From an optimization exercise on the open Yosys and OpenROAD flow, aimed at small area and few clock cycles per item; shortcuts taken in it are not production practice.
Only simulation tests tie the RTL to the original design; equivalence was not proved.
No activity file was given, so power comes from the tool's default toggle rates.

File: flow/config.mk
export PLATFORM = sky130hd
export DESIGN_NAME = button_long_press_release_detector
export DESIGN_NICKNAME = button_long_press_release_detector
export VERILOG_FILES = /design/flow/design.v
export SDC_FILE = /design/flow/constraint.sdc
export NUM_CORES = 4
export LEC_CHECK = 0
export CAP_MARGIN = 20
export CORE_MARGIN = 2
export CORE_UTILIZATION = 60
export SLEW_MARGIN = 20
File: flow/constraint.sdc
create_clock -name core_clock -period 6.0 [get_ports {clock}]
set_input_delay 1.2000 -clock core_clock [delete_from_list [all_inputs] [get_ports {clock}]]
set_output_delay 1.2000 -clock core_clock [all_outputs]
set_load 0.01 [all_outputs]
File: flow/design.v
package blprd_pkg;
   localparam int LEVEL_WIDTH = 16;
   localparam int TIME_WIDTH  = 32;
   localparam int LIMIT_WIDTH = 16;
   localparam int FIRST_WIDTH = 4;
   localparam logic [LIMIT_WIDTH-1:0] LIMIT_RESET = 16'd1000;
   function automatic logic [FIRST_WIDTH-1:0] lowest_bit(input logic [LEVEL_WIDTH-1:0] m);
      logic [FIRST_WIDTH-1:0] b;
      b = '0;
      for (int i = LEVEL_WIDTH - 1; i >= 0; i--) begin
         if (m[i]) begin
            b = i[FIRST_WIDTH-1:0];
         end
      end
      lowest_bit = b;
   endfunction
endpackage
module blprd_lane (
   input  logic                                clock,
   input  logic                                reset,
   input  logic                                enable,
   input  logic                                pressed,
   input  logic [blprd_pkg::LIMIT_WIDTH-1:0]   time_lo,      
   input  logic [blprd_pkg::LIMIT_WIDTH-1:0]   time_lim,     
   input  logic [7:0]                          held_sel,     
   output logic                                prev_out,
   output logic                                event_out
);
   localparam int W = blprd_pkg::LIMIT_WIDTH;
   logic           wait_ff;
   logic           wrap_ff;
   logic [W-1:0]   start_ff;
   logic           released;
   logic           b0;
   logic           c2;
   logic           reached;
   logic [W:0]     lt;
   logic [W:0]     ge;
   assign lt[0] = 1'b0;
   assign ge[0] = 1'b1;
   for (genvar i = 0; i < W; i++) begin : g_cmp
      assign lt[i+1] = (!time_lo[i] && start_ff[i]) || (!time_lo[i] && lt[i])
                       || (start_ff[i] && lt[i]);
      assign ge[i+1] = (time_lim[i] && !start_ff[i]) || (time_lim[i] && ge[i])
                       || (!start_ff[i] && ge[i]);
   end
   assign b0       = lt[W];
   assign c2       = ge[W];
   assign reached  = !held_sel[{wrap_ff, b0, c2}];
   assign released = !wait_ff && !wrap_ff;
   always_ff @(posedge clock) begin
      if (reset) begin
         wait_ff <= 1'b0;
         wrap_ff <= 1'b0;
      end else if (enable) begin
         wait_ff <= pressed && (wait_ff ? !reached : !wrap_ff);
         wrap_ff <= pressed && (wait_ff ? (reached || b0) : wrap_ff);
      end
   end
   always_ff @(posedge clock) begin
      if (enable && pressed && released) begin
         start_ff[W-1:1] <= time_lo[W-1:1];
      end
   end
   always_ff @(posedge clock) begin
      if (enable) begin
         if (wait_ff) begin
            if (!(pressed && !reached)) begin
               start_ff[0] <= 1'b1;
            end
         end else if (released && pressed) begin
            start_ff[0] <= time_lo[0];
         end else begin
            start_ff[0] <= 1'b0;
         end
      end
   end
   assign prev_out  = wrap_ff;
   assign event_out = !wait_ff && start_ff[0];
endmodule
module blprd_merge (
   input  logic [blprd_pkg::LEVEL_WIDTH-1:0]    events,
   input  logic [blprd_pkg::LEVEL_WIDTH-1:0]    pressed,
   output logic                                 rsp_any_event,
   output logic                                 rsp_long_press_seen,
   output logic                                 rsp_release_seen,
   output logic                                 rsp_first_bit_valid,
   output logic [blprd_pkg::FIRST_WIDTH-1:0]    rsp_first_bit,
   output logic [blprd_pkg::LEVEL_WIDTH-1:0]    rsp_long_press_mask,
   output logic [blprd_pkg::LEVEL_WIDTH-1:0]    rsp_release_mask
);
   logic long_any;
   assign rsp_long_press_mask = events & pressed;
   assign rsp_release_mask    = events & ~pressed;
   assign long_any            = |rsp_long_press_mask;
   assign rsp_long_press_seen = long_any;
   assign rsp_release_seen    = |rsp_release_mask;
   assign rsp_any_event       = |events;
   assign rsp_first_bit_valid = |events;
   assign rsp_first_bit       = blprd_pkg::lowest_bit(long_any ? rsp_long_press_mask
                                                               : rsp_release_mask);
endmodule
module button_long_press_release_detector #(
   parameter int BUTTON_COUNT = 16
) (
   input  logic                                 clock,
   input  logic                                 reset,
   input  logic                                 req_valid,
   output logic                                 req_ready,
   input  logic [blprd_pkg::LEVEL_WIDTH-1:0]    req_button_levels,
   input  logic [blprd_pkg::TIME_WIDTH-1:0]     req_time_ms,
   output logic                                 rsp_valid,
   input  logic                                 rsp_ready,
   output logic                                 rsp_any_event,
   output logic                                 rsp_long_press_seen,
   output logic                                 rsp_release_seen,
   output logic                                 rsp_first_bit_valid,
   output logic [blprd_pkg::FIRST_WIDTH-1:0]    rsp_first_bit,
   output logic [blprd_pkg::LEVEL_WIDTH-1:0]    rsp_long_press_mask,
   output logic [blprd_pkg::LEVEL_WIDTH-1:0]    rsp_release_mask,
   input  logic                                 csr_write_enable,
   input  logic [blprd_pkg::LIMIT_WIDTH-1:0]    csr_write_data
);
   localparam int LW = blprd_pkg::LIMIT_WIDTH;
   localparam int TW = blprd_pkg::TIME_WIDTH;
   logic [LW-1:0]   limit_ff;
   logic [TW-1:LW]  time_hi_ff;
   logic            valid_ff;
   logic            accept;
   logic [TW-1:LW]  step_hi;
   logic [LW:0]     time_lim;
   logic            step_hi_zero;
   logic            step_hi_m1;
   logic            step_hi_p1;
   logic            lim_neg;
   logic [7:0]      held_sel;
   logic [blprd_pkg::LEVEL_WIDTH-1:0] events;
   logic [blprd_pkg::LEVEL_WIDTH-1:0] prevs;
   assign req_ready = !valid_ff || rsp_ready;
   assign accept    = req_valid && req_ready;
   always_ff @(posedge clock) begin
      if (reset) begin
         limit_ff <= blprd_pkg::LIMIT_RESET;
      end else if (csr_write_enable) begin
         limit_ff <= csr_write_data;
      end
   end
   always_ff @(posedge clock) begin
      if (reset) begin
         valid_ff <= 1'b0;
      end else begin
         valid_ff <= accept || (valid_ff && !rsp_ready);
      end
   end
   always_ff @(posedge clock) begin
      if (accept) begin
         time_hi_ff <= req_time_ms[TW-1:LW];
      end
   end
   assign step_hi      = req_time_ms[TW-1:LW] - time_hi_ff;
   assign step_hi_zero = step_hi == '0;
   assign step_hi_m1   = &step_hi;
   assign step_hi_p1   = step_hi == 16'd1;
   assign time_lim     = {1'b0, req_time_ms[LW-1:0]} - {1'b0, limit_ff};
   assign lim_neg      = time_lim[LW];
   assign held_sel[3'b000] = step_hi_zero;
   assign held_sel[3'b001] = step_hi_zero && lim_neg;
   assign held_sel[3'b010] = step_hi_p1 && lim_neg;
   assign held_sel[3'b011] = 1'b0;
   assign held_sel[3'b100] = step_hi_m1;
   assign held_sel[3'b101] = step_hi_m1 && lim_neg;
   assign held_sel[3'b110] = step_hi_zero && lim_neg;
   assign held_sel[3'b111] = 1'b0;
   for (genvar i = 0; i < blprd_pkg::LEVEL_WIDTH; i++) begin : g_lane
      if (i < BUTTON_COUNT) begin : g_used
         blprd_lane u_lane (
            .clock        (clock),
            .reset        (reset),
            .enable       (accept),
            .pressed      (~req_button_levels[i]),
            .time_lo      (req_time_ms[LW-1:0]),
            .time_lim     (time_lim[LW-1:0]),
            .held_sel     (held_sel),
            .prev_out     (prevs[i]),
            .event_out    (events[i])
         );
      end else begin : g_unused
         assign prevs[i]  = 1'b0;
         assign events[i] = 1'b0;
      end
   end
   assign rsp_valid = valid_ff;
   blprd_merge u_merge (
      .events              (events),
      .pressed             (prevs),
      .rsp_any_event       (rsp_any_event),
      .rsp_long_press_seen (rsp_long_press_seen),
      .rsp_release_seen    (rsp_release_seen),
      .rsp_first_bit_valid (rsp_first_bit_valid),
      .rsp_first_bit       (rsp_first_bit),
      .rsp_long_press_mask (rsp_long_press_mask),
      .rsp_release_mask    (rsp_release_mask)
   );
endmodule
File: flow/flow/run.sh
#!/bin/bash
set -euo pipefail
here=$(pwd)
mkdir -p scripts_abc
for f in "$FLOW_HOME"/scripts/*; do ln -sf "$f" scripts_abc/; done
rm -f scripts_abc/abc_speed.script
cp flow/abc_area.script scripts_abc/abc_speed.script
bash standard.sh SCRIPTS_DIR="$here/scripts_abc" SYNTH_OPERATIONS_ARGS=-noshare synth > synth.log 2>&1
export CTS_ARGS="-sink_clustering_enable -repair_clock_nets -dont_use_dummy_load -buf_list {sky130_fd_sc_hd__clkbuf_4} -sink_clustering_size 8 -sink_clustering_max_diameter 50"
export BUFFER_PORTS_ARGS="-buffer_cell sky130_fd_sc_hd__buf_1"
bash standard.sh finish > layout.log 2>&1
File: flow/flow/abc_area.script
strash
dch
&get -n
&nf -R 1000 -E 10
&put
File: flow/standard.sh
#!/bin/bash
# synth_recipe.tcl (not shown) runs the flow's synth.tcl, then flattens the netlist and writes it again
# the make line also repeats each setting of config.mk as NAME=value (left out here)
make -C /OpenROAD-flow-scripts/flow DESIGN_CONFIG=/design/flow/config.mk WORK_HOME=/design/flow/orfs CLKGATE_MAP_FILE= SYNTH_SCRIPT=/design/flow/synth_recipe.tcl "${@:-finish}"
==> results.txt <==
TritonRoute pass-1 iters: 6
Startpoint Class: input pin
Clk slew on worst S/H paths: 0.08 ns
Placed Cells: 2226
Final Setup Violations: 0
Worst Tran Pin Value: 1.06 ns
Fraction of layout cells with a size suffix above 1: 0.0720
CP Data Arrival Time: 6.05 ns
Vert. Die Dim: 176 microns
Top cell type's share of synthesized area: 0.463
Vias in the first global route: 15400
Switching power: 1740 uW
Setup bufs post-CTS: 0
Post-Synthesis Cells: 1659
Max-capacitance violation count: 0
Core Util, Final: 0.683
Largest net degree at the start of global routing: 58
Ranking of synthesized cells by area: edfxtp_1 46%, a22oi_1 7.5%, o22ai_1 6.0%, dfxtp_1 5.6%, a21oi_1 3.9%
Die ar.: 30800 sq um
Routed WL: 49500 microns
Flops & latches, synth: 321
Cell Area, Synth: 17700 sq um
Sequential power share: 0.508
CTS Buf Count: 47
Peak VDD IR: 184 uV
Initial antenna violation count: 2
DRC errors left: 0
Slew Limit Fails: 0
Setup crit end kind: register
Sequential share of the synthesized area: 0.518
Congestion Overflow GR: 0
Antenna-violating nets left: 0
Setup CP Type: in -> reg
Clock sink count: 321
Synthesis Warnings: 3
CTS tree: yes
Fmax: 179 MHz
Slowest-stage cell, CP: fa_1
First-pass GRT wire length: 78200 microns
Initial Util: 0.612
RSZ-0062 raised after global routing: false
WHS: 0.456 ns
Fin nets: 2004
Post-synth EDFFs: 272
Wire per inst: 21.8 microns
Detailed-route via count: 16000
Vias/cell: 7.03
Crit path required time: 6.47 ns
Switch share: 0.331
Clock power frac: 0.204
Fin cells: 2274
Num rows: 62
Synth Area per Inst: 10.6 sq um
Syn Nets: 1772
H-tree depth: 2
Count of different cell masters after synthesis: 38
Hold Crit Class: reg -> reg
Pwr per Cell Area: 266 nW/um^2
Critical Path Most Common Cell: a21oi_1
Clk_skew: 0.0872 ns
CP peak stage delay: 0.46 ns
CTS hold repair buffers: 0
DP HPWL: 35400 microns
Relative slew slack: 0.295
Fillers: 2244
Initial detailed-routing violation count: 1928
Leakage: 0.00654 uW
Main synth FF type: edfxtp_1
Minimum clock period: 5.58 ns
Area Overhead vs Synth: 11.6%
Placer congestion estimate: 0.881
Die X: 176 microns
Crit-path max FO: 7
Asr flop ratio synth: 0
Dominant cell type by area after synthesis: edfxtp_1
Skew-Pair Late Insertion Delay: 0.70 ns
Max Root-Sink Buffers: 3
Core ar.: 28900 sq um
IO Count: 111
Buffers added on ports: 110
Status: timing/DRC/antenna clean
Clock root cell: clkbuf_4
Final Hold Vio Count: 0
Gr usage total: 0.315
Comb power frac: 0.288
Cts repair resizes: 0
Fin crit share: 0.931
Pint: 3510 uW
==> metrics by stage <==
step	total power [uW]	setup slack, ns	instance area, sq um	TNS [ns]
floorplan	3630	0.0369	17700	0
global placement	4160	-0.0647	19300	-0.465
detailed placement	4200	-0.325	19300	-9.13
CTS	5250	0.346	19700	0
finish	5250	0.416	19700	0
global route	5500	0.0469	19700	0
==> routing by layer <==
layer / global-route usage / share of wire
met1: 0.419 / 0.41
met2: 0.539 / 0.49
met3: 0.0344 / 0.073
met4: 0.112 / 0.031
met5: 0 / 0
==> flip-flops by register name (all words and copies together) (netlist names) <==
| signal | flops |
|---|---|
| g_lane.g_used.u_lane.start_ff | 256 |
| g_lane.g_used.u_lane.wrap_ff | 16 |
| valid_ff | 1 |
| limit_ff | 16 |
| g_lane.g_used.u_lane.wait_ff | 16 |
| time_hi_ff | 16 |
==> path summary, 6_finish.rpt <==
check | startpoint | end | slack, ns | cells after the start
max reg2reg | time_hi_ff[16] | g_lane[1].g_used.u_lane.wrap_ff | 0.69 | 27
max | req_time_ms[16] | g_lane[1].g_used.u_lane.wrap_ff | 0.42 | 29
min reg2reg | limit_ff[9] | limit_ff[9] | 0.46 | 2
min | limit_ff[9] | limit_ff[9] | 0.46 | 2
==> layout by cell type, fill, tap and decap left out, types with 11 or more instances in the layout <==
cell type,instances
or4_1,11
a22oi_1,176
a21oi_1,136
o21ai_0,130
a31oi_1,17
nor2b_1,25
o221ai_1,64
ha_1,28
clkinv_1,126
o21a_1,23
edfxtp_1,272
a22o_1,25
a211oi_1,24
dfxtp_1,49
buf_1,108
a21o_1,14
and3_1,34
nor2_1,74
a221oi_1,57
fa_1,16
nand3_1,15
buf_4,60
clkbuf_4,47
o22ai_1,169
nor3_1,34
nand2_1,59
buf_12,14
==> power by group through the flow <==
stage,Clock (uW),Sequential [uW],Combinational (uW)
final,1070,2670,1510
after global routing,1160,2680,1660
after CTS,1090,2660,1490
after detailed placement,0,2720,1490
after global placement,0,2710,1460
after floorplan,0,2680,948
==> kinds of logic (layout without fill, tap and decap cells) <==
family | count (synthesis) | in the layout | share of synthesized area
AO/OA/AOI/OAI | 868 | 868 | 0.330
flip-flops | 321 | 321 | 0.518
AND/OR/NAND/NOR | 284 | 284 | 0.0795
buffers and inverters | 127 | 357 | 0.0272
adder cells (fa/ha/maj) | 44 | 44 | 0.0380
XOR/XNOR | 15 | 15 | 0.00744
other | 0 | 1 | 0
==> synth_stat cells (28+ instances only) <==
library cell  instances
nor2_1               74
ha_1                 28
nor3_1               34
dfxtp_1              49
o21ai_0             130
edfxtp_1            272
a22oi_1             176
a221oi_1             57
clkinv_1            126
a21oi_1             136
o221ai_1             64
and3_1               35
o22ai_1             169
nand2_1              60
==> final cells by class <==
cell class	instances	area, sq um	share of cell area
Inverter	126	473	0.0240
Timing Repair Buffer	184	1150	0.0581
Antenna cell	1	2.50	0.000127
Sequential cell	321	9150	0.464
Clock buffer	47	353	0.0179
Multi-Input combinational cell	1211	8110	0.411
Tap cell	384	480	0.0244
==> critical path, delay by kind of cell <==
| family | cells | cell delay (ns) |
|---|---|---|
| compound gates | 12 | 1.71 |
| simple gates | 10 | 1.69 |
| fa+ha+maj | 3 | 0.97 |
| buf+inv | 4 | 0.45 |
Testbench counts, summed over its fixed seeds: cycles 24,008, items 24,000.

-- port drivers added, routing unchanged --
How much do the figures lean on ideal ports? The routed layout below was timed once more, with nothing changed but the port constraints.
Step 1 (the two cells are an assumption about what drives the block):
set clk [get_ports {clock}]
set_driving_cell -lib_cell sky130_fd_sc_hd__clkbuf_16 $clk
set_driving_cell -lib_cell sky130_fd_sc_hd__buf_2 [delete_from_list [all_inputs] $clk]
Step 2 also shifts input and output timing later by t, the mid clock arrival at the registers, as if the neighbouring blocks saw the same clock.
a / b / c = ideal ports / drivers / drivers and shift; a / b = the first two.
t (ns): 0.712
slack for setup (ns): 0.416 / 0.426 / -0.262
worst setup path at the end: input to register
cell pins on the clock port's net: 1
With both steps, setup timing fails in this run, where it was met with ideal ports. The setup slack of this run moves by +0.010 ns with the drivers and by -0.678 ns with both steps.
